What follows belongs to an exercise in optimizing a design on an open flow for small area; a production flow would make more cautious choices.
Only simulation tests tie the RTL to the original design; equivalence was not proved.
No activity file was given, so power comes from the tool's default toggle rates.

== job 101 ==
Design sha1_channel_sched, start of the top module:
module sha1_channel_sched #(
    parameter int CHANNEL_NUM_TOTAL = 64,
    parameter int CHANNEL_NUM_WIDTH = $clog2(CHANNEL_NUM_TOTAL),
    parameter int TAG_DATA_WIDTH    = 14,
    parameter int CNT_WIDTH         = $clog2(CHANNEL_NUM_TOTAL + 1)
) (
    input  logic                         sys_clk,
    input  logic                         sys_rst,
    input  logic                         alloc_req,
    input  logic [TAG_DATA_WIDTH-1:0]    alloc_tag,
    output logic                         alloc_ready,
    output logic                         alloc_gnt,
    output logic [CHANNEL_NUM_WIDTH-1:0] alloc_ch,
    input  logic                         rel_val,
    input  logic [CHANNEL_NUM_WIDTH-1:0] rel_ch,
    output logic                         rel_tag_val,
    output logic [TAG_DATA_WIDTH-1:0]    rel_tag,
    output logic [CNT_WIDTH-1:0]         free_cnt,
    output logic                         err_double_free
);
Size in the first run: about 3000 cells after synthesis, roughly 980 flip-flops, roughly 36000 sq um of cells after synthesis.
export LEC_CHECK = 0
export CAP_MARGIN = 10
export CORE_MARGIN = 2
export CORE_UTILIZATION = 40
export GPL_TIMING_DRIVEN = 0
export SETUP_SLACK_MARGIN = 0.2
export SLEW_MARGIN = 10
export SYNTH_HIERARCHICAL = 1
create_clock -name core_clock -period 9.0 [get_ports {sys_clk}]
standard.sh (not shown) runs the stock make flow with config.mk's settings and CLKGATE_MAP_FILE= SYNTH_SCRIPT=/design/flow/synth_recipe.tcl, a recipe that flattens the netlist after the stock synthesis.
==> flow/flow/run.sh <==
#!/bin/bash
set -euo pipefail
CTS="-sink_clustering_enable -repair_clock_nets -dont_use_dummy_load"
CTS="$CTS -sink_clustering_size 15 -sink_clustering_max_diameter 80"
CTS="$CTS -buf_list sky130_fd_sc_hd__clkbuf_8"
bash standard.sh "CTS_ARGS=$CTS" \
    "BUFFER_PORTS_ARGS=-buffer_cell sky130_fd_sc_hd__buf_1" \
    finish > standard.log 2>&1
Job 101 completed end to end with timing, DRC and antenna clean.
The following lists how job 102 was set up differently from job 101:
# job 101
export LEC_CHECK = 0
export CAP_MARGIN = 10
export CORE_MARGIN = 2
export CORE_UTILIZATION = 40
export GPL_TIMING_DRIVEN = 0
export SETUP_SLACK_MARGIN = 0.2
export SLEW_MARGIN = 10
export SYNTH_HIERARCHICAL = 1
create_clock -name core_clock -period 9.0 [get_ports {sys_clk}]
# job 102
export LEC_CHECK = 0
export CAP_MARGIN = 10
export CORE_MARGIN = 2
export CORE_UTILIZATION = 40
export GPL_TIMING_DRIVEN = 0
export PLACE_DENSITY = 0.75
export SETUP_SLACK_MARGIN = 0.2
export SLEW_MARGIN = 10
export SYNTH_HIERARCHICAL = 1
create_clock -name core_clock -period 9.0 [get_ports {sys_clk}]
-- flow/flow/run.sh --
<<< job 101, line 4
CTS="$CTS -sink_clustering_size 15 -sink_clustering_max_diameter 80"
CTS="$CTS -buf_list sky130_fd_sc_hd__clkbuf_8"
>>> job 102, line 4
CTS="$CTS -sink_clustering_size 10 -sink_clustering_max_diameter 50"
CTS="$CTS -buf_list sky130_fd_sc_hd__clkbuf_4"
==> comparison <==
Ran to the end and failed final checks on max-capacitance violations, max-slew violations: job 102. Relative to job 101, the internal power of the cells of job 102 is lower by about 2.8%. From job 101 to job 102 the numbers moved as follows: final standard cell count with taps included and fillers excluded increased 35; number of inserted diodes picked up an extra 3. Delta (job 102 minus job 101): post-layout net count up 0.99%; wire length down about 10%. On final weighted congestion in routability-driven placement: between job 101 and job 102, it ends up lower for job 101. Across both runs, final worst-path cycle share was lower for job 102 than for job 101. Max final non-filler cell area across job 101 and job 102: job 101. Sort job 101 and job 102 by clock period minus final worst setup slack, descending, and job 101 comes first.
For job 103, these inputs were changed with respect to job 102:
# job 102
export LEC_CHECK = 0
export CAP_MARGIN = 10
export CORE_MARGIN = 2
export CORE_UTILIZATION = 40
export GPL_TIMING_DRIVEN = 0
export PLACE_DENSITY = 0.75
export SETUP_SLACK_MARGIN = 0.2
export SLEW_MARGIN = 10
export SYNTH_HIERARCHICAL = 1
create_clock -name core_clock -period 9.0 [get_ports {sys_clk}]
# job 103
export LEC_CHECK = 0
export CAP_MARGIN = 10
export CORE_MARGIN = 2
export CORE_UTILIZATION = 40
export GPL_TIMING_DRIVEN = 0
export SETUP_SLACK_MARGIN = 0.2
export SLEW_MARGIN = 10
export SYNTH_HIERARCHICAL = 1
create_clock -name core_clock -period 9.0 [get_ports {sys_clk}]
-- flow/flow/run.sh --
<<< job 102, line 5
CTS="$CTS -buf_list sky130_fd_sc_hd__clkbuf_4"
>>> job 103, line 5
CTS="$CTS -buf_list \"sky130_fd_sc_hd__clkbuf_4 sky130_fd_sc_hd__clkbuf_8\""
Results
The flow ended early for job 103: it failed with a tool error in clock tree synthesis (4_1_cts).
As far as chip height goes, job 102 and job 103 are indistinguishable; the numbers are identical.
Delta (job 103 minus job 102): synthesized area barely changed; worst setup slack before clock tree synthesis dropped 360 ps; number of library cell types mapped by synthesis barely changed; number of nets in the synthesized netlist barely changed.
Job 103 against job 102: number of cells after detailed placement held, flop and latch count out of synthesis held, placer's final routability congestion estimate went down 0.034.
Edits applied to the flow inputs when going from job 103 to job 104:
# job 103
export LEC_CHECK = 0
export CAP_MARGIN = 10
export CORE_MARGIN = 2
export CORE_UTILIZATION = 40
export GPL_TIMING_DRIVEN = 0
export SETUP_SLACK_MARGIN = 0.2
export SLEW_MARGIN = 10
export SYNTH_HIERARCHICAL = 1
create_clock -name core_clock -period 9.0 [get_ports {sys_clk}]
# job 104
export LEC_CHECK = 0
export CAP_MARGIN = 10
export CORE_MARGIN = 2
export CORE_UTILIZATION = 40
export CTS_BUF_LIST = sky130_fd_sc_hd__clkbuf_8
export CTS_CLUSTER_DIAMETER = 80
export CTS_CLUSTER_SIZE = 15
export GPL_TIMING_DRIVEN = 0
export SLEW_MARGIN = 10
export SYNTH_HIERARCHICAL = 1
create_clock -name core_clock -period 9.0 [get_ports {sys_clk}]
==> flow/run.sh (new file) <==
#!/bin/bash
# synth_recipe.tcl (not shown) runs the flow's synth.tcl, then flattens the netlist and writes it again
# the make line also repeats each setting of config.mk as NAME=value (left out here)
make -C /OpenROAD-flow-scripts/flow DESIGN_CONFIG=/design/flow/config.mk WORK_HOME=/design/flow/orfs CLKGATE_MAP_FILE= SYNTH_SCRIPT=/design/flow/synth_recipe.tcl finish
removed: flow/flow/run.sh
removed: flow/standard.sh
==> comparison <==
Compared with job 103, in job 104 I/O pin total closely matched the old numbers; total placed instance area increased by 280 sq um relative to the old numbers; synthesized cell count closely matched the old numbers. Compared with job 103, job 104 shows final weighted congestion in routability-driven placement that has gone up by a few percent. Job 104 completed; timing, DRC and antenna clean. There was hardly any difference in total placed cells including tap cells between job 103 and job 104.

-- what the ideal ports hide --
The results above use ideal ports. As a check the final layouts listed here were re-extracted and re-timed, cells and wires unchanged. Step 1 sets driving cells, clkbuf_16 on the clock port and buf_2 on the other inputs (assumed; they add their load-dependent delay and slew). Step 2, shift: input delay + t, output delay - t, t = (earliest + latest rising clock arrival at the registers) / 2. This alone moves slack from input paths to output paths. a / b / c = no drivers / after step 1 / after step 2; a / b = the first two.
| run | t, ns | setup slack, ns | worst setup path after step 2 |
|---|---|---|---|
| job 101 | 0.753 | 0.579 / 0.579 / 0.579 | register to register |
| job 102 | 1.030 | 0.968 / 0.968 / 0.968 | register to register |
| job 104 | 0.774 | 0.415 / 0.415 / 0.415 | register to register |
